From an optimization exercise on the open Yosys and OpenROAD flow, aimed at small area, a short achievable clock period and few clock cycles; shortcuts taken in it are not production practice. In this exercise RTL edits were held to simulation tests only and were not proved equivalent to the original. Power is estimated from default activity; no workload was simulated.

**config.mk**
```make
export PLATFORM = sky130hd
export DESIGN_NAME = udp_bridge_top
export DESIGN_NICKNAME = udp_bridge_top
export VERILOG_FILES = /design/flow/design.v
export SDC_FILE = /design/flow/constraint.sdc
export NUM_CORES = 4
export LEC_CHECK = 0
export ABC_AREA = 1
export CAP_MARGIN = 20
export CORE_AREA = 2 2 143 143
export DIE_AREA = 0 0 145 145
export SETUP_SLACK_MARGIN = 2.6
export SLEW_MARGIN = 20
```
**constraint.sdc**
```tcl
create_clock -name core_clock -period 5.0 [get_ports {clk}]
set_input_delay 1.0000 -clock core_clock [delete_from_list [all_inputs] [get_ports {clk}]]
set_output_delay 1.0000 -clock core_clock [all_outputs]
set_load 0.01 [all_outputs]
```
**design.v**
```verilog
package udp_bridge_pkg;
	typedef logic [63:0] stream_data_t;
	typedef logic [7:0]  stream_keep_t;
	typedef logic [47:0] mac_addr_t;
	typedef logic [31:0] ip_addr_t;
	typedef logic [15:0] udp_port_t;
	typedef enum logic [1:0] {
		RX_IDLE,                            
		RX_PASS,                            
		RX_DROP                             
	} rx_state_e;
	typedef enum logic {
		TX_IDLE,                            
		TX_DATA                             
	} tx_state_e;
	localparam mac_addr_t DEF_LOCAL_MAC  = 48'hba0203040506;
	localparam ip_addr_t  DEF_LOCAL_IP   = 32'hc0a8006f;     
	localparam ip_addr_t  DEF_BCAST_IP   = 32'hc0a800ff;     
	localparam udp_port_t DEF_LOCAL_PORT = 16'd10086;        
	localparam mac_addr_t BCAST_MAC      = 48'hffffffffffff;
endpackage
`timescale 1ns/100ps
`timescale 1ns/100ps
`timescale 1ns/100ps
`timescale 1ns/100ps
module udp_bridge_top #(
	parameter udp_bridge_pkg::mac_addr_t LOCAL_MAC       = udp_bridge_pkg::DEF_LOCAL_MAC,
	parameter udp_bridge_pkg::ip_addr_t  LOCAL_IP        = udp_bridge_pkg::DEF_LOCAL_IP,
	parameter udp_bridge_pkg::ip_addr_t  BCAST_IP        = udp_bridge_pkg::DEF_BCAST_IP,
	parameter udp_bridge_pkg::udp_port_t LOCAL_PORT      = udp_bridge_pkg::DEF_LOCAL_PORT,
	parameter int                        FIFO_ADDR_WIDTH = 4
) (
	input  logic                         clk,
	input  logic                         rst_n,
	input  logic                         tx_axis_tvalid,
	output logic                         tx_axis_tready,
	input  udp_bridge_pkg::stream_data_t tx_axis_tdata,
	input  udp_bridge_pkg::stream_keep_t tx_axis_tkeep,
	input  logic                         tx_axis_tlast,
	output logic                         rx_axis_tvalid,
	input  logic                         rx_axis_tready,
	output udp_bridge_pkg::stream_data_t rx_axis_tdata,
	output udp_bridge_pkg::stream_keep_t rx_axis_tkeep,
	output logic                         rx_axis_tlast,
	output logic                         udp_tx_tvalid,
	output logic                         udp_tx_tlast,
	output udp_bridge_pkg::stream_keep_t udp_tx_tkeep,
	output udp_bridge_pkg::stream_data_t udp_tx_tdata,
	output udp_bridge_pkg::mac_addr_t    udp_tx_mac_src,
	output udp_bridge_pkg::mac_addr_t    udp_tx_mac_dest,
	output udp_bridge_pkg::ip_addr_t     udp_tx_ip_src,
	output udp_bridge_pkg::ip_addr_t     udp_tx_ip_dest,
	output udp_bridge_pkg::udp_port_t    udp_tx_port_src,
	output udp_bridge_pkg::udp_port_t    udp_tx_port_dest,
	input  logic                         udp_tx_tready,
	input  logic                         udp_rx_tvalid,
	input  logic                         udp_rx_tlast,
	input  udp_bridge_pkg::stream_keep_t udp_rx_tkeep,
	input  udp_bridge_pkg::stream_data_t udp_rx_tdata,
	input  udp_bridge_pkg::mac_addr_t    udp_rx_mac_src,
	input  udp_bridge_pkg::ip_addr_t     udp_rx_ip_src,
	input  udp_bridge_pkg::ip_addr_t     udp_rx_ip_dest,
	input  udp_bridge_pkg::udp_port_t    udp_rx_port_src,
	input  udp_bridge_pkg::udp_port_t    udp_rx_port_dest,
	output logic                         udp_rx_tready
);
	logic        rx_v;
	logic [72:0] rx_q;
	logic        rx_in_pkt;       
	logic        rx_acc_q;        
	logic        accept;
	logic        pass;
	logic        rx_xfer;
	logic        rx_first_acc;
	assign accept = (udp_rx_port_dest == LOCAL_PORT) &&
	                ((udp_rx_ip_dest == LOCAL_IP) || (udp_rx_ip_dest == BCAST_IP));
	assign pass   = rx_in_pkt ? rx_acc_q : accept;
	assign udp_rx_tready = !rx_v || rx_axis_tready;
	assign rx_xfer       = udp_rx_tvalid && udp_rx_tready;
	assign rx_first_acc  = rx_xfer && !rx_in_pkt && accept;
	always_ff @(posedge clk or negedge rst_n) begin
		if (!rst_n) begin
			rx_v      <= 1'b0;
			rx_in_pkt <= 1'b0;
			rx_acc_q  <= 1'b0;
		end else begin
			if (udp_rx_tready)
				rx_v <= rx_xfer && pass;
			if (rx_xfer) begin
				rx_in_pkt <= !udp_rx_tlast;
				rx_acc_q  <= pass;
			end
		end
	end
	always_ff @(posedge clk) begin
		if (udp_rx_tready)
			rx_q <= {udp_rx_tlast, udp_rx_tkeep, udp_rx_tdata};
	end
	assign rx_axis_tvalid = rx_v;
	assign {rx_axis_tlast, rx_axis_tkeep, rx_axis_tdata} = rx_q;
	udp_bridge_pkg::mac_addr_t peer_mac;
	udp_bridge_pkg::ip_addr_t  peer_ip;
	udp_bridge_pkg::udp_port_t peer_port;
	udp_bridge_pkg::mac_addr_t peer_mac_n;
	udp_bridge_pkg::ip_addr_t  peer_ip_n;
	udp_bridge_pkg::udp_port_t peer_port_n;
	assign peer_mac_n  = rx_first_acc ? udp_rx_mac_src  : peer_mac;
	assign peer_ip_n   = rx_first_acc ? udp_rx_ip_src   : peer_ip;
	assign peer_port_n = rx_first_acc ? udp_rx_port_src : peer_port;
	always_ff @(posedge clk or negedge rst_n) begin
		if (!rst_n) begin
			peer_mac  <= udp_bridge_pkg::BCAST_MAC;
			peer_ip   <= BCAST_IP;
			peer_port <= LOCAL_PORT;
		end else begin
			peer_mac  <= peer_mac_n;
			peer_ip   <= peer_ip_n;
			peer_port <= peer_port_n;
		end
	end
	logic        tx_v;
	logic [72:0] tx_q;
	logic        tx_in_pkt;       
	udp_bridge_pkg::mac_addr_t hdr_mac;
	udp_bridge_pkg::ip_addr_t  hdr_ip;
	udp_bridge_pkg::udp_port_t hdr_port;
	assign tx_axis_tready = !tx_v || udp_tx_tready;
	always_ff @(posedge clk or negedge rst_n) begin
		if (!rst_n) begin
			tx_v      <= 1'b0;
			tx_in_pkt <= 1'b0;
		end else begin
			if (tx_axis_tready)
				tx_v <= tx_axis_tvalid;
			if (tx_axis_tvalid && tx_axis_tready)
				tx_in_pkt <= !tx_axis_tlast;
		end
	end
	always_ff @(posedge clk) begin
		if (tx_axis_tready)
			tx_q <= {tx_axis_tlast, tx_axis_tkeep, tx_axis_tdata};
	end
	always_ff @(posedge clk) begin
		if (tx_axis_tready && !tx_in_pkt) begin
			hdr_mac  <= peer_mac_n;
			hdr_ip   <= peer_ip_n;
			hdr_port <= peer_port_n;
		end
	end
	assign udp_tx_tvalid = tx_v;
	assign {udp_tx_tlast, udp_tx_tkeep, udp_tx_tdata} = tx_q;
	assign udp_tx_mac_src   = LOCAL_MAC;
	assign udp_tx_ip_src    = LOCAL_IP;
	assign udp_tx_port_src  = LOCAL_PORT;
	assign udp_tx_mac_dest  = hdr_mac;
	assign udp_tx_ip_dest   = hdr_ip;
	assign udp_tx_port_dest = hdr_port;
endmodule
```
**flow/run.sh**
```bash
#!/bin/bash
# The standard ORFS flow (the standard.sh, unchanged synthesis), with:
#  - ports buffered with the smallest buffer instead of the default choice
#  - clock tree built from larger clusters, without dummy loads
#  - the constant outputs driven from one shared tie cell
set -euo pipefail
export BUFFER_PORTS_ARGS="-buffer_cell sky130_fd_sc_hd__buf_1"
export PLACE_PINS_ARGS="-min_distance 1 -min_distance_in_tracks -group_pins {udp_tx_tready tx_axis_tready} -group_pins {rx_axis_tready udp_rx_tready}"
export CTS_ARGS="-sink_clustering_enable -repair_clock_nets -dont_use_dummy_load -sink_clustering_size 30 -sink_clustering_max_diameter 80 -buf_list {sky130_fd_sc_hd__clkbuf_4 sky130_fd_sc_hd__clkbuf_8 sky130_fd_sc_hd__clkbuf_16}"
bash standard.sh floorplan > standard_floorplan.log 2>&1
R=orfs/results/sky130hd/udp_bridge_top/base
printf 'read_db %s\nsource flow/share_ties.tcl\nwrite_db %s\n' $R/2_floorplan.odb $R/2_floorplan.odb > share_ties_run.tcl
openroad -no_init -exit share_ties_run.tcl > share_ties.log 2>&1
bash standard.sh finish > standard.log 2>&1
```
**flow/share_ties.tcl**
```tcl
# Drive every constant output from one tie cell: the HI pin of the first
# sky130 conb drives all tie-high nets' loads and its LO pin all tie-low loads;
# the other tie cells are removed.
set db [ord::get_db]
set block [ord::get_db_block]
set hi_net ""
set lo_net ""
set keep ""
set removed 0
foreach inst [$block getInsts] {
  if {[[$inst getMaster] getName] ne "sky130_fd_sc_hd__conb_1"} { continue }
  if {$keep eq ""} { set keep $inst }
}
if {$keep eq ""} { puts "share_ties: no tie cells"; return }
foreach it [$keep getITerms] {
  set n [$it getNet]
  set p [[$it getMTerm] getName]
  if {$p eq "HI"} { if {$n eq "NULL"} { set n [odb::dbNet_create $block "tie_hi_shared"]; $it connect $n }; set hi_net $n }
  if {$p eq "LO"} { if {$n eq "NULL"} { set n [odb::dbNet_create $block "tie_lo_shared"]; $it connect $n }; set lo_net $n }
}
foreach inst [$block getInsts] {
  if {[[$inst getMaster] getName] ne "sky130_fd_sc_hd__conb_1"} { continue }
  if {$inst eq $keep} { continue }
  foreach it [$inst getITerms] {
    set n [$it getNet]
    if {$n eq "NULL"} { continue }
    set p [[$it getMTerm] getName]
    if {$p eq "HI"} { set to $hi_net } elseif {$p eq "LO"} { set to $lo_net } else { continue }
    foreach bt [$n getBTerms] { $bt connect $to }
    foreach lit [$n getITerms] { if {[$lit getInst] ne $inst} { $lit connect $to } }
    $it disconnect
    odb::dbNet_destroy $n
  }
  odb::dbInst_destroy $inst
  incr removed
}
puts "share_ties: removed $removed tie cells; HI loads [llength [$hi_net getBTerms]]+[expr {[llength [$hi_net getITerms]]-1}], LO loads [llength [$lo_net getBTerms]]+[expr {[llength [$lo_net getITerms]]-1}]"
```
**standard.sh**
```bash
#!/bin/bash
# synth_recipe.tcl (not shown) runs the flow's synth.tcl, then flattens the netlist and writes it again
# the make line also repeats each setting of config.mk as NAME=value (left out here)
make -C /OpenROAD-flow-scripts/flow DESIGN_CONFIG=/design/flow/config.mk WORK_HOME=/design/flow/orfs CLKGATE_MAP_FILE= SYNTH_SCRIPT=/design/flow/synth_recipe.tcl "${@:-finish}"
```
==> results.txt, run 1 <==
Place WS - 1.51 ns
total CTS buffers - 15
wire per inst - 19.8 um
Max Cap Violations - 0
buffers from clock root to sink, at most - 3
most used routing layer - met2
I/O Buffers - 541
Synth top area share - 59.0%
Critical-path top delay cell - buf_2
flops & latches, synth - 343
R2R cell count - 8
# clock sinks - 343
ys flop type - edfxtp_1
Clock Latency Late Sink - 0.49 ns
# DRC - 0
Sequential cell area - 9880 um^2
FF-to-FF Start - rx_v$_DFFE_PN0N_
io pins - 638
Hold EP - peer_ip[30]$_DFF_PN1_
worst vdd ir - 0.000329 V
layout cell share with drive strength beyond 1 - 8.58%
HPWL after detailed placement - 21.8 mm
CTS Root Cell - clkbuf_16
setup_tns - 0 ns
worst-path cell chain - buf_2 > inv_12 > nand2_2 > buf_2
cell count after synthesis - 831
H-tree levels - 1
Core ar. - 19500 um^2
status - timing/DRC/antenna clean
final setup margin - 2.61 ns
Pleak - 0.00552 uW
share of flip-flops with an asynchronous set or reset - 29.4%
class of the most critical hold timing path - reg -> reg
Netlist cell types - 20
chip width - 145 um
routed vias/inst - 5.24
All-Layer GR Usage - 28.8%
Final Cell Area - 14400 um^2
initial antenna violation count - 8
Post-Route WL - 30.5 mm
vias in the first global route - 7989
Critical Path AT - 1.39 ns
met1 Resource Use GR - 33.7%
final worst-path cycle share - 47.8%
WP buf/inv - 3
Synth area leader - edfxtp_1
total congestion overflow - 0
RSZ-0062 raised after global routing - false
Synth Area per Inst - 14.8 um^2
WP data required - 4.00 ns
final count of negative-setup-slack endpoints - 0
critical path startpoint - udp_tx_tready
Post-CTS Hold Buffers - 0
area of the multi-input gates - 1540 um^2
fin. max-slew vios - 0
CTS tree - built
GR met3 Demand/Resource - 11.3%
number of synthesized flops with an enable pin - 242
leading post-synthesis cells by cell area - edfxtp_1 59%, dfstp_2 15%, dfrtp_1 6.5%
Initial Util - 63.2%
DR iter-0 viols - 579
f_max - 418 MHz
hold path startpoint - peer_ip[30]$_DFF_PN1_
Final ANT Viol Nets - 0
crit-path max FO - 2
kind of critical path - in -> out
met2 Resource Use GR - 44.5%
count leader, synth - edfxtp_1
Final Skew - 0.0245 ns
worst-case hold slack - 0.467 ns
first-pass GRT wire length - 46.4 mm
Slew headroom - 37.6%
CP delay by family, top - buffers and inverters
DIE HEIGHT - 145 um
Reg clk slew, reported paths - 0.10 ns
crit start category - input pin
die area - 21000 um^2
end of the worst register-to-register path - hdr_mac[18]$_DFFE_PP_
Setup crit end kind - primary output
fillcell total - 1428
Site Rows - 51
Cell Area, Placed - 13900 um^2
pwr dens - 352 nW/um^2
Hold Violations, Final - 0
Yosys warning count - 1
top cells by count, synth - 242 x edfxtp_1, 210 x nand2_1, 105 x buf_4
gp weighted congestion - 0.919
register-to-register setup slack - 2.93 ns
first-pass iteration count of the detailed router - 6
largest net degree at the start of global routing - 99
nets - 1569
Vias - 8091
Crit path top cell by count - buf_2
Hold Path Stages - 2
slew at the pin closest to its max-slew limit - 0.937 ns
Synth-to-Final Area Change - 16.7%
min Tclk post-route - 2.39 ns
synthesized area - 12300 um^2
sequential area share after synthesis - 80.3%
Max stage delay on crit path - 0.15 ns
[routing by layer]
layer,part of all wire (%),up-vias
li1,-,3620
met1,34,3797
met2,47,526
met3,12,144
met4,6.8,4
met5,0.075,-
[tightest hold or removal path: cells and delay by family (launching register included)]
family / cells / cell delay (ns)
AND/OR/NAND/NOR: 2 / 0.10
flip-flops: 1 / 0.37
[worst max-delay path by stage]
stage / cells past startpoint / to
global route: 4 / tx_axis_tready
CTS: 4 / tx_axis_tready
finish: 4 / tx_axis_tready
detailed placement: 10 / hdr_ip[21]$_DFFE_PP_
floorplan: 2 / hdr_ip[0]$_DFFE_PP_
global placement: 10 / hdr_ip[12]$_DFFE_PP_
[through the flow]
stage	std cells	util [%]	total power (uW)
3_3_place_gp	1515	71.3	3790
3_5_place_dp	1515	71.3	3790
5_1_grt	1540	73.7	5220
2_1_floorplan	925	-	3580
6_report	1543	73.8	5050
4_1_cts	1535	73.6	5080
[sequential cells by signal, summed over array words and instances (netlist names)]
register / count
rx_v: 1
rx_in_pkt: 1
tx_q: 73
rx_q: 73
peer_mac: 48
rx_acc_q: 1
hdr_port: 16
tx_in_pkt: 1
hdr_ip: 32
tx_v: 1
peer_port: 16
peer_ip: 32
hdr_mac: 48
[layout make-up]
cell class | instances | area share, %
clock buffers | 15 | 2.61
inverters | 15 | 0.566
multi-input cells | 349 | 10.7
flip-flops and latches | 343 | 68.8
well taps | 265 | 2.31
repair buffers | 548 | 14.8
diodes | 8 | 0.139
[placed cells by master (no fill, tap or decap)]
| master | netlist | final |
|---|---|---|
| buf_12 | 0 | 1 |
| nand2_1 | 210 | 209 |
| buf_8 | 0 | 1 |
| inv_1 | 14 | 13 |
| buf_6 | 3 | 1 |
| buf_1 | 4 | 536 |
| nand2_8 | 0 | 2 |
| nand2_2 | 3 | 1 |
| nand3_1 | 100 | 100 |
| dfrtp_2 | 0 | 1 |
| diode_2 | 0 | 8 |
| o21ai_0 | 2 | 2 |
| dfstp_2 | 69 | 69 |
| nand4_1 | 3 | 3 |
| conb_1 | 2 | 1 |
| nor2_4 | 2 | 2 |
| nor2_1 | 23 | 23 |
| buf_4 | 105 | 5 |
| buf_2 | 11 | 3 |
| dfrtp_1 | 32 | 31 |
| edfxtp_1 | 242 | 242 |
| nand2_4 | 0 | 4 |
| clkbuf_8 | 0 | 1 |
| xnor2_1 | 1 | 1 |
| clkbuf_16 | 0 | 15 |
| inv_12 | 0 | 2 |
| a21oi_4 | 0 | 1 |
[repair_timing]
action                                  in CTS  in global routing
pin swaps                                    1                  0
gates cloned                                 3                  0
setup buffers                                2                  0
endpoints found under the setup margin     196                192
resized for setup                            7                  5
[cell families (layout without fill, tap and decap cells)]
kind of cell              after synthesis  in the layout  share of synthesized area [%]
AOI/OAI and AO/OA                       3              3                          0.122
xor gates and xnor gates                1              1                         0.0712
buffers and inverters                 141            578                           7.80
DFF                                   343            343                           80.3
other                                   2              9                         0.0610
and+or+nand+nor                       341            344                           11.7
[power by group]
part / total, uW / internal, uW / switching [uW]
clock: 1310 / 544 / 767
sequential: 3280 / 3240 / 42.1
combinational: 461 / 126 / 336
total: 5050 / 3910 / 1140
Testbench counts, summed over its fixed seeds: cycles 8,840.
==> inputs of run 2 (changes only) <==
--- a/flow/run.sh
+++ b/flow/run.sh
@@ -6,5 +6,5 @@
 set -euo pipefail
 export BUFFER_PORTS_ARGS="-buffer_cell sky130_fd_sc_hd__buf_1"
-export PLACE_PINS_ARGS="-min_distance 1 -min_distance_in_tracks -group_pins {udp_tx_tready tx_axis_tready} -group_pins {rx_axis_tready udp_rx_tready}"
+export PLACE_PINS_ARGS="-min_distance 1 -min_distance_in_tracks"
 export CTS_ARGS="-sink_clustering_enable -repair_clock_nets -dont_use_dummy_load -sink_clustering_size 30 -sink_clustering_max_diameter 80 -buf_list {sky130_fd_sc_hd__clkbuf_4 sky130_fd_sc_hd__clkbuf_8 sky130_fd_sc_hd__clkbuf_16}"
 bash standard.sh floorplan > standard_floorplan.log 2>&1
--- a/config.mk
+++ b/config.mk
@@ -10,4 +10,4 @@
 export CORE_AREA = 2 2 143 143
 export DIE_AREA = 0 0 145 145
-export SETUP_SLACK_MARGIN = 2.6
+export SETUP_SLACK_MARGIN = 2.9
 export SLEW_MARGIN = 20
==> results.txt, run 2 <==
DIE HEIGHT - 145 um (unchanged)
most common cell after layout, fill and taps aside - buf_1
Sequential Power Share - 64.6% (-0.3 points)
Final ANT Viol Nets - 0 (unchanged)
post-synthesis compound-gate area fraction - 0.122% (unchanged)
# DRC - 0 (unchanged)
Cell Area, Placed - 13900 um^2 (+0.25%)
All-Layer GR Usage - 30.2% (+1.4 points)
worst vdd ir - 0.000301 V (-8.4%)
I/O Buffers - 541 (unchanged)
Clock Latency Late Sink - 0.50 ns (about the same)
sequential area share after synthesis - 80.3% (unchanged)
WP buf/inv - 3 (unchanged)
Post-CTS Hold Buffers - 0 (unchanged)
Final Skew - 0.0387 ns (+0.0143 ns)
DR iter-0 viols - 535 (-7.6%)
Final Cell Area - 14800 um^2 (+3.1%)
number of synthesized flops with an enable pin - 242 (unchanged)
chip width - 145 um (unchanged)
final worst-path cycle share - 46.4% (-1.4 points)
CTS tree - built
synthesized area - 12300 um^2 (unchanged)
Psw - 1160 uW (+1.5%)
initial antenna violation count - 6 (-2)
most frequent cells in the layout - 523 x buf_1, 242 x edfxtp_1, 209 x nand2_1
layout cell share with drive strength beyond 1 - 11.6% (+3.0 points)
WP data required - 4.00 ns (about the same)
Vias - 8361 (+3.3%)
first-pass GRT wire length - 48.2 mm (+4.0%)
Reg clk slew, reported paths - 0.10 ns (about the same)
kind of critical path - in -> out
first-pass iteration count of the detailed router - 5 (-1)
final count of negative-setup-slack endpoints - 0 (unchanged)
Largest regs - rx_q (73), tx_q (73)
min Tclk post-route - 2.32 ns (-0.0716 ns)
Post-Synth XOR/XNOR Area - 0.0712% (unchanged)
status - timing/DRC/antenna clean
routed vias/inst - 5.35 (+2.1%)
ys flop type - edfxtp_1
Int Power - 3920 uW (+0.31%)
total congestion overflow - 0 (unchanged)
CP delay by family, top - buffers and inverters
setup_tns - 0 ns (unchanged)
largest family of logic cells by synthesized area - simple AND/OR/NAND/NOR gates
Max Cap Violations - 0 (unchanged)
Comb pwr share - 9.3% (+0.2 points)
Initial Util - 63.2% (unchanged)
worst-path cell chain - buf_8 > inv_12 > nand2_4 > buf_6
H-tree levels - 1 (unchanged)
crit-path max FO - 2 (unchanged)
class of the most critical hold timing path - in -> async
Synth Area per Inst - 14.8 um^2 (unchanged)
Pleak - 0.00575 uW (+4.2%)
HPWL after detailed placement - 21.5 mm (-1.0%)
Critical Path AT - 1.32 ns (-0.07 ns)
Post-Route WL - 33.6 mm (+10%)
wire per inst - 21.5 um (+8.8%)
Core ar. - 19500 um^2 (unchanged)
Synth Area in Simple Gates - 11.7% (unchanged)
top cells by count, synth - 242 x edfxtp_1, 210 x nand2_1, 105 x buf_4
count leader, synth - edfxtp_1
Place WS - 1.44 ns (-0.0682 ns)
leading post-synthesis cells by cell area - edfxtp_1 59%, dfstp_2 15%, dfrtp_1 6.5%
nets - 1589 (+1.3%)
largest net degree at the start of global routing - 97 (-2.0%)
flops & latches, synth - 343 (unchanged)
vias in the first global route - 8112 (+1.5%)
share of flip-flops with an asynchronous set or reset - 29.4% (unchanged)
Yosys warning count - 1 (unchanged)
Site Rows - 51 (unchanged)
io pins - 638 (unchanged)
die area - 21000 um^2 (unchanged)
RSZ-0062 raised after global routing - true
f_max - 431 MHz (+3.1%)
Critical-path top delay cell - buf_6
Max stage delay on crit path - 0.12 ns (-0.03 ns)
fin. max-slew vios - 0 (unchanged)
total CTS buffers - 15 (unchanged)
Slew headroom - 39.8% (+2.3 points)
Synth top area share - 59.0% (unchanged)
cell count after synthesis - 831 (unchanged)
slew at the pin closest to its max-slew limit - 0.902 ns (-0.0341 ns)
Synth Area in Adders - 0% (unchanged)
Setup crit end kind - primary output
final setup margin - 2.68 ns (+0.0716 ns)
clock power share - 26.1% (about the same)
pwr dens - 343 nW/um^2 (-2.5%)
switching share of power - 22.9% (+0.20 points)
# clock sinks - 343 (unchanged)
fillcell total - 1327 (-7.1%)
crit start category - input pin
Synth area leader - edfxtp_1
mux contribution to synthesized area - 0% (unchanged)
gp weighted congestion - 0.877 (-4.5%)
Hold Violations, Final - 0 (unchanged)
CTS Root Cell - clkbuf_16
buffers from clock root to sink, at most - 3 (unchanged)
Netlist cell types - 20 (unchanged)
Synth-to-Final Area Change - 20.3%
run 2: power groups by stage:
| stage | combinational [uW] | clock (uW) | sequential [uW] |
|---|---|---|---|
| floorplan | 146 | 0 | 3440 |
| global placement | 453 | 0 | 3340 |
| global route | 506 | 1440 | 3300 |
| detailed placement | 455 | 0 | 3340 |
| finish | 473 | 1320 | 3280 |
| CTS | 466 | 1350 | 3280 |
run 2: routing by layer:
metal / track usage, % / part of all wire, %
met5: 0 / 0.030
met4: 15.0 / 5.1
met3: 11.9 / 12
met2: 46.9 / 48
met1: 37.4 / 35
run 2: final timing paths:
kind	from	endpoint	slack (ns)	cells after the start
setup / recovery	udp_tx_tready	tx_axis_tready	2.68	4
max in group asynchronous	rst_n	peer_mac[10]$_DFF_PN1_	3.39	3
setup reg to reg	rx_v$_DFFE_PN0N_	hdr_ip[30]$_DFFE_PP_	3.05	10
min in group core_clock	peer_mac[10]$_DFF_PN1_	peer_mac[10]$_DFF_PN1_	0.47	2
hold / removal	rst_n	peer_ip[22]$_DFF_PN0_	0.47	1
hold reg to reg	peer_mac[10]$_DFF_PN1_	peer_mac[10]$_DFF_PN1_	0.47	2
run 2: area by class of cell:
cell class	count	area (um^2)	area share, %
repair buffers	563	2450	16.6
multi-input cells	354	1670	11.2
diodes	7	17.5	0.118
well taps	265	332	2.24
clock buffers	15	375	2.53
inverters	15	81.3	0.549
flip-flops and latches	343	9880	66.7
run 2: metrics by stage:
step                      total power (uW)  instances  utilization (%)  hold WS, ns
final                                 5080       1562             76.1        0.468
after global routing                  5240       1558             76.0        0.489
after CTS                             5100       1547             75.1        0.472
after detailed placement              3800       1515             71.5        0.455
after global placement                3790       1515             71.5        0.445
after floorplan                       3580        925                -        0.434
run 2: cells by family (layout without fill, tap and decap cells):
family                    count (synthesis)  in the layout
AOI/OAI and AO/OA                         3              3
xor gates and xnor gates                  1              1
buffers and inverters                   141            593
DFF                                     343            343
other                                     2              8
and+or+nand+nor                         341            349
run 2: repair_timing:
action,4_1_cts,5_1_grt
pin swaps,4,2
endpoints found under the setup margin,202,130
setup buffers,10,1
gates resized for setup,32,18
gates cloned,7,6
==> inputs of run 3 (changes only) <==
--- a/config.mk
+++ b/config.mk
@@ -10,4 +10,4 @@
 export CORE_AREA = 2 2 143 143
 export DIE_AREA = 0 0 145 145
-export SETUP_SLACK_MARGIN = 2.9
+export SETUP_SLACK_MARGIN = 2.6
 export SLEW_MARGIN = 20
==> results.txt, run 3 <==
I/O Buffers - 541 (unchanged)
first-pass iteration count of the detailed router - 5 (unchanged)
All-Layer GR Usage - 29.2% (-0.97 points)
# clock sinks - 343 (unchanged)
Cell Area, Placed - 13900 um^2 (-0.25%)
area of the multi-input gates - 1540 um^2 (-7.4%)
Post-Route WL - 31.1 mm (-7.4%)
Netlist cell types - 20 (unchanged)
Pleak - 0.00553 uW (-3.9%)
nets - 1569 (-1.3%)
crit-path max FO - 2 (unchanged)
Clock Latency Late Sink - 0.50 ns (about the same)
number of synthesized flops with an enable pin - 242 (unchanged)
GR met3 Demand/Resource - 12.5% (+0.60 points)
Site Rows - 51 (unchanged)
H-tree levels - 1 (unchanged)
most common cell after layout, fill and taps aside - buf_1
class of the most critical hold timing path - reg -> reg
Final Skew - 0.0432 ns (+0.00452 ns)
Max stage delay on crit path - 0.14 ns (+0.02 ns)
setup_tns - 0 ns (unchanged)
Vias - 8235 (-1.5%)
initial antenna violation count - 5 (-1)
chip width - 145 um (unchanged)
Setup crit end kind - primary output
DIE HEIGHT - 145 um (unchanged)
Largest regs - rx_q (73), tx_q (73)
Reg clk slew, reported paths - 0.06 ns (-0.04 ns)
largest net degree at the start of global routing - 99 (+2.1%)
met1 Resource Use GR - 33.2% (-4.1 points)
f_max - 421 MHz (-2.2%)
cell count after synthesis - 831 (unchanged)
DR iter-0 viols - 517 (-3.4%)
total CTS buffers - 15 (unchanged)
synthesized area - 12300 um^2 (unchanged)
count leader, synth - edfxtp_1
RSZ-0062 raised after global routing - true
status - timing/DRC/antenna clean
WP buf/inv - 3 (unchanged)
sequential area share after synthesis - 80.3% (unchanged)
layout cell share with drive strength beyond 1 - 8.58% (-3.0 points)
Synth top area share - 59.0% (unchanged)
Max Cap Violations - 0 (unchanged)
Critical Path AT - 1.37 ns (+0.05 ns)
share of flip-flops with an asynchronous set or reset - 29.4% (unchanged)
min Tclk post-route - 2.37 ns (+0.0526 ns)
top cells by count, synth - 242 x edfxtp_1, 210 x nand2_1, 105 x buf_4
vias in the first global route - 7957 (-1.9%)
Slew headroom - 37.7% (-2.2 points)
Synth Area per Inst - 14.8 um^2 (unchanged)
leading post-synthesis cells by cell area - edfxtp_1 59%, dfstp_2 15%, dfrtp_1 6.5%
CTS tree - built
first-pass GRT wire length - 46.9 mm (-2.8%)
flops & latches, synth - 343 (unchanged)
Core ar. - 19500 um^2 (unchanged)
# DRC - 0 (unchanged)
Synth area leader - edfxtp_1
Post-CTS Hold Buffers - 0 (unchanged)
Final ANT Viol Nets - 0 (unchanged)
ys flop type - edfxtp_1
Initial Util - 63.2% (unchanged)
most used routing layer - met2
final worst-path cycle share - 47.5% (+1.1 points)
pwr dens - 352 nW/um^2 (+2.7%)
gp weighted congestion - 0.933 (+6.3%)
kind of critical path - in -> out
Hold Violations, Final - 0 (unchanged)
fillcell total - 1439 (+8.4%)
crit start category - input pin
worst-case hold slack - 0.472 ns (+0.00367 ns)
HPWL after detailed placement - 21.9 mm (+1.9%)
die area - 21000 um^2 (unchanged)
buffers from clock root to sink, at most - 3 (unchanged)
most frequent cells in the layout - 536 x buf_1, 242 x edfxtp_1, 209 x nand2_1
Synth-to-Final Area Change - 16.7%
final count of negative-setup-slack endpoints - 0 (unchanged)
total congestion overflow - 0 (unchanged)
met2 Resource Use GR - 45.2% (-1.7 points)
CP delay by family, top - buffers and inverters
slew at the pin closest to its max-slew limit - 0.935 ns (+0.0325 ns)
fin. max-slew vios - 0 (unchanged)
io pins - 638 (unchanged)
worst-path cell chain - buf_4 > inv_12 > nand2_2 > buf_6
Critical-path top delay cell - buf_4
CTS Root Cell - clkbuf_16
worst vdd ir - 0.000324 V (+7.5%)
Yosys warning count - 1 (unchanged)
Sequential cell area - 9880 um^2 (about the same)
wire per inst - 20.2 um (-6.1%)
Final Cell Area - 14400 um^2 (-3.0%)
routed vias/inst - 5.35 (about the same)
WP data required - 4.00 ns (about the same)
==> run 3: changes by cell type in the layout (fill, tap and decap cells not counted), moves of 4 or more <==
cell      previous run  this run
clkbuf_2             9         0
nand3_2              7         0
buf_4               11         6
buf_1              523       536
nand3_1             93       100
buf_16               4         0
==> run 3: final timing paths <==
path                                              from  slack (ns)                      to  cells past startpoint
worst max register to register        rx_v$_DFFE_PN0N_        2.76     hdr_ip[6]$_DFFE_PP_                      8
worst min-delay path            peer_mac[11]$_DFF_PN1_        0.47  peer_mac[11]$_DFF_PN1_                      2
worst max-delay path                     udp_tx_tready        2.63          tx_axis_tready                      4
min in group asynchronous                        rst_n        0.64   peer_ip[24]$_DFF_PN0_                      1
worst min register to register  peer_mac[11]$_DFF_PN1_        0.47  peer_mac[11]$_DFF_PN1_                      2
max in group asynchronous                        rst_n        3.36    peer_ip[3]$_DFF_PN1_                      2
==> run 3: kinds of logic (layout without fill, tap and decap cells) <==
family | count (synthesis) | in the layout | synth area share (%)
buffers and inverters | 141 | 578 | 7.80
AOI/OAI and AO/OA | 3 | 3 | 0.122
other | 2 | 6 | 0.0610
DFF | 343 | 343 | 80.3
xor gates and xnor gates | 1 | 1 | 0.0712
and+or+nand+nor | 341 | 344 | 11.7
==> run 3: where the power goes <==
part / leakage (uW) / switching [uW] / internal (uW)
sequential: 0.00365 / 43.9 / 3240
clock: 0.000185 / 773 / 544
combinational: 0.00170 / 334 / 127
total: 0.00553 / 1150 / 3910
==> run 3: per-stage QoR <==
stage	util [%]	setup slack [ns]	std cells	power (uW)
final	73.8	2.63	1540	5060
after global routing	73.8	2.59	1539	5240
after CTS	73.7	2.60	1535	5090
after detailed placement	71.3	1.48	1515	3790
after global placement	71.3	1.54	1515	3790
after floorplan	-	1.96	925	3580
==> run 3: what timing repair did <==
item / in CTS / in global routing
setup buffers: 2 / 0
endpoints found under the setup margin: 196 / 14
gates cloned: 3 / 0
pin swaps: 1 / 0
resized for setup: 11 / 5
==> run 3: metal layers <==
metal,wire length [um],part of all wire (%)
met1,10400,33
met2,14800,47
met3,3690,12
met4,2270,7.3
met5,0,0
==> run 3: cell type report <==
type / count / share of cell area [%]
tap: 265 / 2.31
clock buffer: 15 / 2.61
multi-input combinational: 349 / 10.7
sequential: 343 / 68.8
timing repair buffer: 548 / 14.9
inverter: 15 / 0.566
antenna: 5 / 0.0871
==> run 3: worst min-delay path, delay by kind of cell (launching register included) <==
family           cells  cell delay, ns
DFF                  1            0.36
and+or+nand+nor      2            0.11
==> inputs of run 4 (changes only) <==
--- a/config.mk
+++ b/config.mk
@@ -10,4 +10,4 @@
 export CORE_AREA = 2 2 143 143
 export DIE_AREA = 0 0 145 145
-export SETUP_SLACK_MARGIN = 2.6
+export SETUP_SLACK_MARGIN = 2.75
 export SLEW_MARGIN = 20
==> results.txt, run 4 <==
WP data required - 4.00 ns (about the same)
setup_tns - 0 ns (unchanged)
routed vias/inst - 5.27 (-1.4%)
Synth area leader - edfxtp_1
DR iter-0 viols - 497 (-3.9%)
die area - 21000 um^2 (unchanged)
Critical Path AT - 1.33 ns (-0.04 ns)
CTS tree - built
fillcell total - 1343 (-6.7%)
Cell Area, Placed - 13900 um^2 (+0.25%)
first-pass GRT wire length - 46.5 mm (-0.90%)
Pleak - 0.00565 uW (+2.2%)
Core ar. - 19500 um^2 (unchanged)
Largest regs - rx_q (73), tx_q (73)
count leader, synth - edfxtp_1
io pins - 638 (unchanged)
Slew headroom - 40.8% (+3.1 points)
pwr dens - 347 nW/um^2 (-1.6%)
kind of critical path - in -> out
vias in the first global route - 7980 (+0.29%)
DIE HEIGHT - 145 um (unchanged)
area of the multi-input gates - 1610 um^2 (+4.6%)
Site Rows - 51 (unchanged)
Vias - 8197 (-0.46%)
status - timing/DRC/antenna clean
Synth-to-Final Area Change - 18.7%
placed insts - 1515 (unchanged)
Post-CTS Hold Buffers - 0 (unchanged)
total congestion overflow - 0 (unchanged)
HPWL after detailed placement - 21.5 mm (-1.8%)
number of synthesized flops with an enable pin - 242 (unchanged)
Hold Violations, Final - 0 (unchanged)
initial antenna violation count - 4 (-1)
leading post-synthesis cells by cell area - edfxtp_1 59%, dfstp_2 15%, dfrtp_1 6.5%
crit start category - input pin
# DRC - 0 (unchanged)
Sequential cell area - 9880 um^2 (about the same)
crit-path max FO - 2 (unchanged)
layout cell share with drive strength beyond 1 - 10.2% (+1.6 points)
nets - 1584 (+0.96%)
Final Cell Area - 14600 um^2 (+1.7%)
fin cells - 1555 (+0.97%)
# clock sinks - 343 (unchanged)
synthesized area - 12300 um^2 (unchanged)
wire per inst - 20.7 um (+2.4%)
min Tclk post-route - 2.33 ns (-0.0474 ns)
sequential area share after synthesis - 80.3% (unchanged)
ys flop type - edfxtp_1
CTS Root Cell - clkbuf_16
Final ANT Viol Nets - 0 (unchanged)
Reg clk slew, reported paths - 0.10 ns (+0.04 ns)
largest net degree at the start of global routing - 99 (unchanged)
Synth top area share - 59.0% (unchanged)
most common cell after layout, fill and taps aside - buf_1
f_max - 430 MHz (+2.0%)
H-tree levels - 1 (unchanged)
total CTS buffers - 15 (unchanged)
All-Layer GR Usage - 28.9% (-0.36 points)
RSZ-0062 raised after global routing - true
class of the most critical hold timing path - in -> async
Clock Latency Late Sink - 0.49 ns (about the same)
Initial Util - 63.2% (unchanged)
final count of negative-setup-slack endpoints - 0 (unchanged)
first-pass iteration count of the detailed router - 7 (+2)
fin. max-slew vios - 0 (unchanged)
Netlist cell types - 20 (unchanged)
Yosys warning count - 1 (unchanged)
slew at the pin closest to its max-slew limit - 0.888 ns (-0.0468 ns)
buffers from clock root to sink, at most - 3 (unchanged)
Setup crit end kind - primary output
Max Cap Violations - 0 (unchanged)
flops & latches, synth - 343 (unchanged)
Synth Area per Inst - 14.8 um^2 (unchanged)
most frequent cells in the layout - 536 x buf_1, 242 x edfxtp_1, 209 x nand2_1
final worst-path cycle share - 46.5% (-0.95 points)
I/O Buffers - 541 (unchanged)
worst vdd ir - 0.000297 V (-8.4%)
cell count after synthesis - 831 (unchanged)
gp weighted congestion - 0.877 (-6.0%)
Post-Route WL - 32.1 mm (+3.4%)
Final Skew - 0.0377 ns (-0.00553 ns)
top cells by count, synth - 242 x edfxtp_1, 210 x nand2_1, 105 x buf_4
chip width - 145 um (unchanged)
share of flip-flops with an asynchronous set or reset - 29.4% (unchanged)
[run 4: repair_timing]
item | in CTS | in global routing
pin swaps | 1 | 3
endpoints found under the setup margin | 196 | 194
buffers inserted | 5 | 7
resized for setup | 19 | 14
gates cloned | 3 | 4
[run 4: metrics by stage]
step	setup WS (ns)	util, %	total power [uW]	hold WS (ns)
2_1_floorplan	1.96	-	3580	0.434
3_3_place_gp	1.51	71.5	3790	0.445
3_5_place_dp	1.44	71.5	3800	0.455
4_1_cts	2.66	74.1	5090	0.472
5_1_grt	2.66	75.0	5230	0.489
6_report	2.67	75.1	5060	0.472
[run 4: worst max-delay path, cell delays in order]
cell     delay, ns
buf_8         0.11
inv_12        0.04
nand2_4       0.04
buf_6         0.13
[run 4: cell type report]
| class | instances | share of cell area [%] |
|---|---|---|
| Multi-Input combinational cell | 351 | 11.0 |
| Inverter | 15 | 0.557 |
| Tap cell | 265 | 2.27 |
| Sequential cell | 343 | 67.7 |
| Timing Repair Buffer | 561 | 15.8 |
| Clock buffer | 15 | 2.57 |
| Antenna cell | 5 | 0.0856 |
[run 4: cells by family after synthesis]
group	Yosys count	synth area share, %
other	2	0.0610
xor gates and xnor gates	1	0.0712
and+or+nand+nor	341	11.7
buffers and inverters	141	7.80
AOI/OAI and AO/OA	3	0.122
DFF	343	80.3
[run 4: path summary, 6_finish.rpt]
check,start,endpoint,slack (ns),depth (start not counted)
max in group asynchronous,rst_n,peer_mac[10]$_DFF_PN1_,3.41,3
max,udp_tx_tready,tx_axis_tready,2.67,4
min,rst_n,peer_ip[22]$_DFF_PN0_,0.47,1
min reg2reg,peer_mac[19]$_DFF_PN1_,peer_mac[19]$_DFF_PN1_,0.47,2
max reg2reg,rx_v$_DFFE_PN0N_,hdr_ip[17]$_DFFE_PP_,2.85,11
min in group core_clock,peer_mac[19]$_DFF_PN1_,peer_mac[19]$_DFF_PN1_,0.47,2
[run 4: metal layers]
metal,share of wire [%],track usage (%),up-vias
met3,11,11.3,115
li1,-,-,3646
met2,48,44.9,495
met5,0.031,0,-
met4,4.8,14.1,2
met1,36,35.8,3939
[run 4: power by group]
part | switching (uW) | internal (uW)
Clock | 770 | 544
Combinational | 335 | 131
Sequential | 44.9 | 3240
==> inputs of run 5 (changes only) <==
--- a/config.mk
+++ b/config.mk
@@ -10,4 +10,5 @@
 export CORE_AREA = 2 2 143 143
 export DIE_AREA = 0 0 145 145
+export PLACE_DENSITY = 0.85
 export SETUP_SLACK_MARGIN = 2.75
 export SLEW_MARGIN = 20
==> results.txt, run 5 <==
status - timing/DRC/antenna clean
Synth-to-Final Area Change - 18.4%
register-to-register setup slack - 2.91 ns (+0.06 ns)
buffers from clock root to sink, at most - 3 (unchanged)
largest net degree at the start of global routing - 99 (unchanged)
area of the multi-input gates - 1610 um^2 (unchanged)
Hold EP - peer_ip[30]$_DFF_PN1_
Largest regs - rx_q (73), tx_q (73)
# DRC - 0 (unchanged)
I/O Buffers - 541 (unchanged)
total CTS buffers - 15 (unchanged)
initial antenna violation count - 2 (-2)
fin. max-slew vios - 0 (unchanged)
f_max - 431 MHz (+0.16%)
kind of critical path - in -> out
Site Rows - 51 (unchanged)
wire per inst - 21.8 um (+5.3%)
Synth top area share - 59.0% (unchanged)
ys flop type - edfxtp_1
Yosys warning count - 1 (unchanged)
Int Power - 3910 uW (about the same)
nets - 1583 (-0.063%)
All-Layer GR Usage - 31.0% (+2.1 points)
clock power share - 26.2% (+0.2 points)
FF-to-FF Start - rx_v$_DFFE_PN0N_
Critical-path top delay cell - buf_6
CTS tree - built
class of the most critical hold timing path - reg -> reg
min Tclk post-route - 2.32 ns (-0.00374 ns)
Core ar. - 19500 um^2 (unchanged)
Cell Area, Placed - 13900 um^2 (about the same)
CTS Root Cell - clkbuf_16
routed vias/inst - 5.56 (+5.5%)
flops & latches, synth - 343 (unchanged)
Synth area leader - edfxtp_1
Max stage delay on crit path - 0.12 ns (about the same)
Reg clk slew, reported paths - 0.11 ns (about the same)
fin cells - 1553 (-0.13%)
synthesized area - 12300 um^2 (unchanged)
Comb pwr share - 9.2% (about the same)
total congestion overflow - 0 (unchanged)
first-pass iteration count of the detailed router - 5 (-2)
Post-CTS Hold Buffers - 0 (unchanged)
final setup margin - 2.68 ns (+0.00374 ns)
Pleak - 0.00564 uW (-0.19%)
first-pass GRT wire length - 49.6 mm (+6.8%)
sequential area share after synthesis - 80.3% (unchanged)
RSZ-0062 raised after global routing - true
worst-path cell chain - buf_8 > inv_12 > nand2_8 > buf_6
worst vdd ir - 0.000262 V (-12%)
WP data required - 4.00 ns (about the same)
crit start category - input pin
final count of negative-setup-slack endpoints - 0 (unchanged)
vias in the first global route - 8618 (+8.0%)
pwr dens - 349 nW/um^2 (+0.79%)
Netlist cell types - 20 (unchanged)
Critical Path AT - 1.32 ns (about the same)
most common cell after layout, fill and taps aside - buf_1
Final Cell Area - 14600 um^2 (-0.23%)
slew at the pin closest to its max-slew limit - 0.969 ns (+0.0809 ns)
Place WS - 1.45 ns (+0.00568 ns)
final worst-path cycle share - 46.4% (-0.075 points)
worst-case hold slack - 0.469 ns (-0.00219 ns)
Psw - 1180 uW (+2.6%)
# clock sinks - 343 (unchanged)
Max Cap Violations - 0 (unchanged)
Hold Path Stages - 2
Final ANT Viol Nets - 0 (unchanged)
H-tree levels - 1 (unchanged)
switching share of power - 23.2% (+0.46 points)
Clock Latency Late Sink - 0.50 ns (about the same)
number of synthesized flops with an enable pin - 242 (unchanged)
HPWL after detailed placement - 22.2 mm (+3.2%)
chip width - 145 um (unchanged)
R2R cell count - 10 (-1)
Sequential Power Share - 64.6% (-0.2 points)
Final Skew - 0.0272 ns (-0.0105 ns)
Setup crit end kind - primary output
DR iter-0 viols - 588 (+18%)
fillcell total - 1220 (-9.2%)
Post-Route WL - 33.8 mm (+5.2%)
setup_tns - 0 ns (unchanged)
Sequential cell area - 9880 um^2 (about the same)
Hold Violations, Final - 0 (unchanged)
Slew headroom - 35.4% (-5.4 points)
io pins - 638 (unchanged)
top cells by count, synth - 242 x edfxtp_1, 210 x nand2_1, 105 x buf_4
hold path startpoint - peer_ip[30]$_DFF_PN1_
die area - 21000 um^2 (unchanged)
most frequent cells in the layout - 536 x buf_1, 242 x edfxtp_1, 209 x nand2_1
leading post-synthesis cells by cell area - edfxtp_1 59%, dfstp_2 15%, dfrtp_1 6.5%
crit-path max FO - 2 (unchanged)
Synth Area per Inst - 14.8 um^2 (unchanged)
end of the worst register-to-register path - hdr_mac[46]$_DFFE_PP_
gp weighted congestion - 0.981 (+12%)
Vias - 8634 (+5.3%)
placed insts - 1516 (+0.066%)
count leader, synth - edfxtp_1
DIE HEIGHT - 145 um (unchanged)
Initial Util - 63.2% (unchanged)
cell count after synthesis - 831 (unchanged)
share of flip-flops with an asynchronous set or reset - 29.4% (unchanged)
layout cell share with drive strength beyond 1 - 10.1% (-0.070 points)
run 5: timing repair:
action | CTS | global route
endpoints found under the hold margin | 0 | 0
endpoints found under the setup margin | 196 | 194
cloned | 3 | 3
setup buffers | 2 | 10
pin swaps | 1 | 3
resized for setup | 19 | 8
run 5: per-stage QoR:
stage / total power, uW / util [%]
after floorplan: 3580 / -
after global placement: 3780 / 71.5
after detailed placement: 3800 / 71.5
after CTS: 5090 / 74.0
after global routing: 5240 / 74.8
final: 5090 / 74.9
run 5: cells by family (layout without fill, tap and decap cells):
| logic type | Yosys count | after routing | share of synthesized area [%] |
|---|---|---|---|
| DFF | 343 | 343 | 80.3 |
| and+or+nand+nor | 341 | 346 | 11.7 |
| buffers and inverters | 141 | 590 | 7.80 |
| AOI/OAI and AO/OA | 3 | 3 | 0.122 |
| other | 2 | 5 | 0.0610 |
| xor gates and xnor gates | 1 | 1 | 0.0712 |
run 5: cell type report:
cell class              count  area share (%)
inverters                  15           0.558
diodes                      4          0.0687
well taps                 265            2.27
clock buffers              15            2.58
multi-input cells         351            11.1
flip-flops and latches    343            67.8
repair buffers            560            15.6
run 5: power groups by stage:
stage          clock network (uW)  registers [uW]  logic, uW
2_1_floorplan                   0            3440        146
3_3_place_gp                    0            3340        440
3_5_place_dp                    0            3350        449
4_1_cts                      1340            3290        458
5_1_grt                      1440            3300        497
6_report                     1330            3290        466
run 5: worst max-delay path, delay by kind of cell:
| family | cells | cell delay (ns) |
|---|---|---|
| buf+inv | 3 | 0.28 |
| simple gates | 1 | 0.04 |
run 5: how the worst max path moves through the flow:
stage / cells past startpoint / end / slack, ns / startpoint
CTS: 4 / udp_rx_tready / 2.65 / rx_axis_tready
global route: 4 / tx_axis_tready / 2.67 / udp_tx_tready
detailed placement: 10 / hdr_ip[3]$_DFFE_PP_ / 1.45 / rx_axis_tready
floorplan: 2 / hdr_ip[0]$_DFFE_PP_ / 1.96 / udp_tx_tready
global placement: 10 / hdr_ip[12]$_DFFE_PP_ / 1.47 / rx_axis_tready
finish: 4 / udp_rx_tready / 2.68 / rx_axis_tready
run 5: per-layer routing:
| layer | share of wire [%] | vias up | GRT usage (%) |
|---|---|---|---|
| li1 | - | 3639 | - |
| met1 | 33 | 4141 | 34.6 |
| met2 | 49 | 668 | 49.0 |
| met3 | 12 | 186 | 14.0 |
| met4 | 6.4 | 0 | 18.8 |
| met5 | 0 | - | 0.714 |
==> inputs of run 6 (changes only) <==
--- a/config.mk
+++ b/config.mk
@@ -8,7 +8,6 @@
 export ABC_AREA = 1
 export CAP_MARGIN = 20
-export CORE_AREA = 2 2 143 143
-export DIE_AREA = 0 0 145 145
-export PLACE_DENSITY = 0.85
+export CORE_AREA = 2 2 134 134
+export DIE_AREA = 0 0 136 136
 export SETUP_SLACK_MARGIN = 2.75
 export SLEW_MARGIN = 20
==> results.txt, run 6 <==
clock power share - 26.0% (-0.2 points)
count leader, synth - edfxtp_1
# DRC - 0 (unchanged)
Sequential Power Share - 64.7% (about the same)
number of synthesized flops with an enable pin - 242 (unchanged)
Setup crit end kind - primary output
DIE HEIGHT - 136 um (-6.2%)
first-pass iteration count of the detailed router - 8 (+3)
HPWL after detailed placement - 23.1 mm (+3.9%)
cell count after synthesis - 831 (unchanged)
Slew headroom - 34.9% (-0.47 points)
buffers from clock root to sink, at most - 3 (unchanged)
Comb pwr share - 9.3% (about the same)
Place WS - 1.44 ns (-0.0152 ns)
Initial Util - 71.6% (+8.4 points)
sequential area share after synthesis - 80.3% (unchanged)
slew at the pin closest to its max-slew limit - 0.976 ns (+0.00699 ns)
CP delay by family, top - buffers and inverters
All-Layer GR Usage - 34.6% (+3.6 points)
WP data required - 4.00 ns (about the same)
top cells by count, synth - 242 x edfxtp_1, 210 x nand2_1, 105 x buf_4
most frequent cells in the layout - 536 x buf_1, 242 x edfxtp_1, 209 x nand2_1
DR iter-0 viols - 793 (+35%)
Reg clk slew, reported paths - 0.10 ns (about the same)
min Tclk post-route - 2.33 ns (+0.00492 ns)
Synth Area per Inst - 14.8 um^2 (unchanged)
final setup margin - 2.67 ns (-0.00492 ns)
Max stage delay on crit path - 0.13 ns (about the same)
leading post-synthesis cells by cell area - edfxtp_1 59%, dfstp_2 15%, dfrtp_1 6.5%
layout cell share with drive strength beyond 1 - 10.2% (+0.070 points)
Core ar. - 17200 um^2 (-12%)
Final ANT Viol Nets - 0 (unchanged)
Critical-path top delay cell - buf_6
nets - 1584 (+0.063%)
Final Skew - 0.0362 ns (+0.00904 ns)
share of flip-flops with an asynchronous set or reset - 29.4% (unchanged)
# clock sinks - 343 (unchanged)
io pins - 638 (unchanged)
f_max - 430 MHz (-0.21%)
first-pass GRT wire length - 47.2 mm (-5.0%)
Yosys warning count - 1 (unchanged)
CTS tree - built
Max Cap Violations - 0 (unchanged)
final worst-path cycle share - 46.5% (+0.098 points)
setup_tns - 0 ns (unchanged)
Synth top area share - 59.0% (unchanged)
Int Power - 3910 uW (about the same)
switching share of power - 23.1% (-0.094 points)
Clock Latency Late Sink - 0.49 ns (about the same)
total congestion overflow - 0 (unchanged)
routed vias/inst - 5.81 (+4.4%)
Critical Path AT - 1.33 ns (about the same)
Psw - 1170 uW (-0.51%)
crit-path max FO - 2 (unchanged)
Vias - 8824 (+2.2%)
final count of negative-setup-slack endpoints - 0 (unchanged)
RSZ-0062 raised after global routing - true
status - timing/DRC/antenna clean
kind of critical path - in -> out
Pleak - 0.00565 uW (+0.15%)
CTS Root Cell - clkbuf_16
die area - 18500 um^2 (-12%)
wire per inst - 23.5 um (+7.9%)
vias in the first global route - 8200 (-4.9%)
flops & latches, synth - 343 (unchanged)
gp weighted congestion - 1.01 (+2.7%)
Largest regs - rx_q (73), tx_q (73)
initial antenna violation count - 6 (+4)
crit start category - input pin
fillcell total - 871 (-29%)
Synth-to-Final Area Change - 18.6%
most common cell after layout, fill and taps aside - buf_1
Synth area leader - edfxtp_1
fin. max-slew vios - 0 (unchanged)
I/O Buffers - 541 (unchanged)
pwr dens - 349 nW/um^2 (-0.20%)
largest net degree at the start of global routing - 99 (unchanged)
Post-Route WL - 35.7 mm (+5.6%)
worst vdd ir - 0.000351 V (+34%)
synthesized area - 12300 um^2 (unchanged)
class of the most critical hold timing path - reg -> reg
worst-path cell chain - buf_12 > inv_12 > nand2_4 > buf_6
ys flop type - edfxtp_1
Site Rows - 48 (-5.9%)
H-tree levels - 1 (unchanged)
chip width - 136 um (-6.2%)
Netlist cell types - 20 (unchanged)
WP buf/inv - 3 (unchanged)
Hold Violations, Final - 0 (unchanged)
total CTS buffers - 15 (unchanged)
==> run 6: layout make-up <==
cell class	instances	area, um^2	share of cell area [%]
multi-input combinational	352	1630	11.2
inverter	15	81.3	0.557
timing repair buffer	560	2310	15.8
clock buffer	15	375	2.57
sequential	343	9880	67.7
antenna	10	25.0	0.172
tap	225	282	1.93
==> run 6: worst paths after layout <==
path                                             from                      to  slack (ns)  cells past startpoint
worst min-delay path            peer_ip[30]$_DFF_PN1_   peer_ip[30]$_DFF_PN1_        0.47                      2
min in group asynchronous                       rst_n   peer_ip[25]$_DFF_PN0_        0.67                      1
worst max register to register       rx_v$_DFFE_PN0N_    hdr_ip[10]$_DFFE_PP_        2.90                     10
worst max-delay path                    udp_tx_tready          tx_axis_tready        2.67                      4
worst min register to register  peer_ip[30]$_DFF_PN1_   peer_ip[30]$_DFF_PN1_        0.47                      2
max in group asynchronous                       rst_n  peer_mac[28]$_DFF_PN1_        3.24                      2
==> run 6: tightest hold or removal path, stage by stage, from the launching register on <==
cell and delay, ns:
dfstp_2 0.37, nand2_1 0.05, nand2_1 0.05
==> run 6: routing by layer <==
layer / GRT usage, % / wire, um / vias up
met1: 42.3 / 11500 / 4265
met5: 1.94 / 0 / -
met4: 20.2 / 2390 / 0
met3: 13.2 / 4720 / 182
met2: 52.9 / 17000 / 731
li1: - / - / 3646
==> run 6: power by group through the flow <==
| stage | sequential (uW) | clock (uW) | combinational (uW) |
|---|---|---|---|
| global route | 3300 | 1420 | 505 |
| floorplan | 3440 | 0 | 146 |
| detailed placement | 3340 | 0 | 455 |
| global placement | 3330 | 0 | 448 |
| finish | 3290 | 1320 | 474 |
| CTS | 3290 | 1330 | 464 |
==> run 6: per-stage QoR <==
stage | util (%) | instance area, um^2 | power [uW] | hold slack (ns) | instances
4_1_cts | 83.7 | 14400 | 5080 | 0.472 | 1498
3_3_place_gp | 80.7 | 13900 | 3780 | 0.445 | 1475
2_1_floorplan | - | 12800 | 3580 | 0.434 | 925
3_5_place_dp | 80.7 | 13900 | 3800 | 0.454 | 1475
6_report | 84.9 | 14600 | 5090 | 0.470 | 1520
5_1_grt | 84.9 | 14600 | 5230 | 0.494 | 1517
==> run 6: repair_timing <==
item / 4_1_cts / 5_1_grt
endpoints found under the setup margin: 196 / 125
buffers inserted: 5 / 7
pin swaps: 1 / 4
cloned: 3 / 5
resized for setup: 21 / 10
hold buffers: 0 / 0
==> run 6: logic make-up after synthesis <==
kind of cell	Yosys count	share of synthesized area, %
flip-flops	343	80.3
AND/OR/NAND/NOR	341	11.7
buffers and inverters	141	7.80
AO/OA/AOI/OAI	3	0.122
other	2	0.0610
XOR/XNOR	1	0.0712
==> inputs of run 7 (changes only) <==
--- a/flow/run.sh
+++ b/flow/run.sh
@@ -7,5 +7,5 @@
 export BUFFER_PORTS_ARGS="-buffer_cell sky130_fd_sc_hd__buf_1"
 export PLACE_PINS_ARGS="-min_distance 1 -min_distance_in_tracks"
-export CTS_ARGS="-sink_clustering_enable -repair_clock_nets -dont_use_dummy_load -sink_clustering_size 30 -sink_clustering_max_diameter 80 -buf_list {sky130_fd_sc_hd__clkbuf_4 sky130_fd_sc_hd__clkbuf_8 sky130_fd_sc_hd__clkbuf_16}"
+export CTS_ARGS="-sink_clustering_enable -repair_clock_nets -dont_use_dummy_load -sink_clustering_size 30 -sink_clustering_max_diameter 80 -buf_list {sky130_fd_sc_hd__clkbuf_8 sky130_fd_sc_hd__clkbuf_16}"
 bash standard.sh floorplan > standard_floorplan.log 2>&1
 R=orfs/results/sky130hd/udp_bridge_top/base
--- a/config.mk
+++ b/config.mk
@@ -8,6 +8,6 @@
 export ABC_AREA = 1
 export CAP_MARGIN = 20
-export CORE_AREA = 2 2 134 134
-export DIE_AREA = 0 0 136 136
+export CORE_AREA = 2 2 143 143
+export DIE_AREA = 0 0 145 145
 export SETUP_SLACK_MARGIN = 2.75
 export SLEW_MARGIN = 20
==> results.txt, run 7 <==
status - timing/DRC/antenna clean
Synth-to-Final Area Change - 18.7%
Synth Area per Inst - 14.8 um^2 (unchanged)
register-to-register setup slack - 2.85 ns (-0.05 ns)
buffers from clock root to sink, at most - 3 (unchanged)
CP endpoint - tx_axis_tready
R2R cell count - 11 (+1)
CTS tree - built
min Tclk post-route - 2.33 ns (-0.00118 ns)
leading post-synthesis cells by cell area - edfxtp_1 59%, dfstp_2 15%, dfrtp_1 6.5%
nets - 1584 (unchanged)
end of the worst register-to-register path - hdr_ip[17]$_DFFE_PP_
Final ANT Viol Nets - 0 (unchanged)
gp weighted congestion - 0.877 (-13%)
post-synthesis compound-gate area fraction - 0.122% (unchanged)
DR iter-0 viols - 497 (-37%)
sequential area share after synthesis - 80.3% (unchanged)
worst-path cell chain - buf_8 > inv_12 > nand2_4 > buf_6
Vias - 8197 (-7.1%)
layout cell share with drive strength beyond 1 - 10.2% (unchanged)
final count of negative-setup-slack endpoints - 0 (unchanged)
pwr dens - 347 nW/um^2 (-0.58%)
first-pass GRT wire length - 46.5 mm (-1.5%)
fillcell total - 1343 (+54%)
synthesized area - 12300 um^2 (unchanged)
crit start category - input pin
Pleak - 0.00565 uW (about the same)
CTS Root Cell - clkbuf_16
Core Util, Final - 75.1% (-9.9 points)
Max Cap Violations - 0 (unchanged)
top cells by count, synth - 242 x edfxtp_1, 210 x nand2_1, 105 x buf_4
chip width - 145 um (+6.6%)
worst vdd ir - 0.000297 V (-15%)
Max stage delay on crit path - 0.13 ns (about the same)
worst-case hold slack - 0.472 ns (+0.00204 ns)
WP data required - 4.00 ns (about the same)
Synth area leader - edfxtp_1
# DRC - 0 (unchanged)
RSZ-0062 raised after global routing - true
final worst-path cycle share - 46.5% (about the same)
class of the most critical hold timing path - in -> async
cell count after synthesis - 831 (unchanged)
All-Layer GR Usage - 28.9% (-5.7 points)
wire per inst - 20.7 um (-12%)
largest family of logic cells by synthesized area - simple AND/OR/NAND/NOR gates
slew at the pin closest to its max-slew limit - 0.888 ns (-0.0879 ns)
share of flip-flops with an asynchronous set or reset - 29.4% (unchanged)
kind of critical path - in -> out
count leader, synth - edfxtp_1
mux contribution to synthesized area - 0% (unchanged)
ys flop type - edfxtp_1
Site Rows - 51 (+6.3%)
die area - 21000 um^2 (+14%)
Synth Area in Simple Gates - 11.7% (unchanged)
number of synthesized flops with an enable pin - 242 (unchanged)
initial antenna violation count - 4 (-2)
setup_tns - 0 ns (unchanged)
critical path startpoint - udp_tx_tready
Slew headroom - 40.8% (+5.9 points)
DIE HEIGHT - 145 um (+6.6%)
Clock Latency Late Sink - 0.49 ns (about the same)
total CTS buffers - 15 (unchanged)
vias in the first global route - 7980 (-2.7%)
flops & latches, synth - 343 (unchanged)
Core ar. - 19500 um^2 (+13%)
# clock sinks - 343 (unchanged)
Setup crit end kind - primary output
most frequent cells in the layout - 536 x buf_1, 242 x edfxtp_1, 209 x nand2_1
fin. max-slew vios - 0 (unchanged)
Synth top area share - 59.0% (unchanged)
Critical-path top delay cell - buf_6
Netlist cell types - 20 (unchanged)
H-tree levels - 1 (unchanged)
Initial Util - 63.2% (-8.4 points)
Post-Synth XOR/XNOR Area - 0.0712% (unchanged)
largest net degree at the start of global routing - 99 (unchanged)
FF-to-FF Start - rx_v$_DFFE_PN0N_
total congestion overflow - 0 (unchanged)
Final Skew - 0.0377 ns (+0.00148 ns)
Reg clk slew, reported paths - 0.10 ns (about the same)
Largest regs - rx_q (73), tx_q (73)
HPWL after detailed placement - 21.5 mm (-6.7%)
I/O Buffers - 541 (unchanged)
Yosys warning count - 1 (unchanged)
Post-Route WL - 32.1 mm (-10%)
Place WS - 1.44 ns (+0.00953 ns)
crit-path max FO - 2 (unchanged)
Synth Area in Adders - 0% (unchanged)
most common cell after layout, fill and taps aside - buf_1
Critical Path AT - 1.33 ns (about the same)
io pins - 638 (unchanged)
routed vias/inst - 5.27 (-9.2%)
f_max - 430 MHz (about the same)
first-pass iteration count of the detailed router - 7 (-1)
Hold Violations, Final - 0 (unchanged)
final setup margin - 2.67 ns (+0.00118 ns)
-- run 7: cell counts after synthesis --
Identical to the previous run, type by type.
-- run 7: timing repair --
action,4_1_cts,5_1_grt
hold buffers,0,0
gates cloned,3,4
endpoints found under the setup margin,196,194
pin swaps,1,3
buffers inserted,5,7
gates resized for setup,19,14
-- run 7: worst max-delay path, delay by kind of cell --
kind | cells | cell delay, ns
buf+inv | 3 | 0.28
simple gates | 1 | 0.04
-- run 7: worst min-delay path by stage --
stage / startpoint / to / cells past startpoint
finish: rst_n / peer_ip[22]$_DFF_PN0_ / 1
global route: rst_n / peer_ip[22]$_DFF_PN0_ / 1
CTS: peer_port[13]$_DFF_PN1_ / peer_port[13]$_DFF_PN1_ / 2
detailed placement: peer_port[15]$_DFF_PN0_ / peer_port[15]$_DFF_PN0_ / 2
global placement: peer_port[11]$_DFF_PN0_ / peer_port[11]$_DFF_PN0_ / 2
floorplan: peer_ip[10]$_DFF_PN0_ / peer_ip[10]$_DFF_PN0_ / 2
-- run 7: cells by family after synthesis --
group | count (synthesis)
DFF | 343
and+or+nand+nor | 341
buffers and inverters | 141
AOI/OAI and AO/OA | 3
other | 2
xor gates and xnor gates | 1
-- run 7: where the power goes --
part,switching (uW),internal [uW],total (uW)
clock,770,544,1310
combinational,335,131,466
sequential,44.9,3240,3280
-- run 7: final cells by class --
type                            count  area (um^2)  share of cell area [%]
Antenna cell                        5         12.5                  0.0856
Clock buffer                       15          375                    2.57
Inverter                           15         81.3                   0.557
Sequential cell                   343         9880                    67.7
Multi-Input combinational cell    351         1610                    11.0
Tap cell                          265          332                    2.27
Timing Repair Buffer              561         2310                    15.8
-- run 7: through the flow --
step	power [uW]	area (um^2)	cells
after floorplan	3580	12800	925
after global placement	3790	13900	1515
after detailed placement	3800	13900	1515
after CTS	5090	14400	1538
after global routing	5230	14600	1551
final	5060	14600	1555
-- run 7: metal layers --
layer / wire length [um] / vias up / global-route usage, %
met2: 15400 / 495 / 44.9
met5: 10 / - / 0
met4: 1560 / 2 / 14.1
met1: 11500 / 3939 / 35.8
met3: 3650 / 115 / 11.3
li1: - / 3646 / -

[re-timing with driven ports]
The flow's constraints put no driver on any port. The routed layouts listed below were extracted and timed again, unchanged, in two steps. Step 1 sets driving cells, clkbuf_16 on the clock port and buf_2 on the other inputs (assumed; they add their load-dependent delay and slew). Step 2 moves the port delays by t, midway between the first and last clock arrival at a register: inputs arrive t later, outputs are due t later. That takes back most of the time a late clock gives input paths. Slacks: ideal / step 1 / step 2; pairs: ideal / step 1.
run	t (ns)	setup WS [ns]	hold WS [ns]	worst setup path after step 2	slew at the worst register clock pin (ns)
run 1	0.524	2.608 / 2.554 / 2.298	0.467 / 0.467 / 0.467	input to register	0.11 / 0.11
run 2	0.528	2.679 / 2.618 / 2.413	0.468 / 0.443 / 0.473	input to register	0.11 / 0.11
run 3	0.525	2.627 / 2.576 / 2.217	0.472 / 0.472 / 0.472	input to register	0.11 / 0.11
run 4	0.523	2.674 / 2.610 / 2.262	0.472 / 0.447 / 0.472	input to register	0.11 / 0.11
run 5	0.532	2.678 / 2.631 / 2.276	0.469 / 0.469 / 0.469	input to register	0.11 / 0.11
run 6	0.524	2.673 / 2.607 / 2.206	0.470 / 0.470 / 0.470	input to register	0.11 / 0.11
run 7	0.523	2.674 / 2.610 / 2.262	0.472 / 0.447 / 0.472	input to register	0.11 / 0.11
After both steps every run listed still meets setup and hold. For run 6, which loses most, drivers alone change the setup slack by -0.066 ns; drivers and shift together by -0.467 ns.
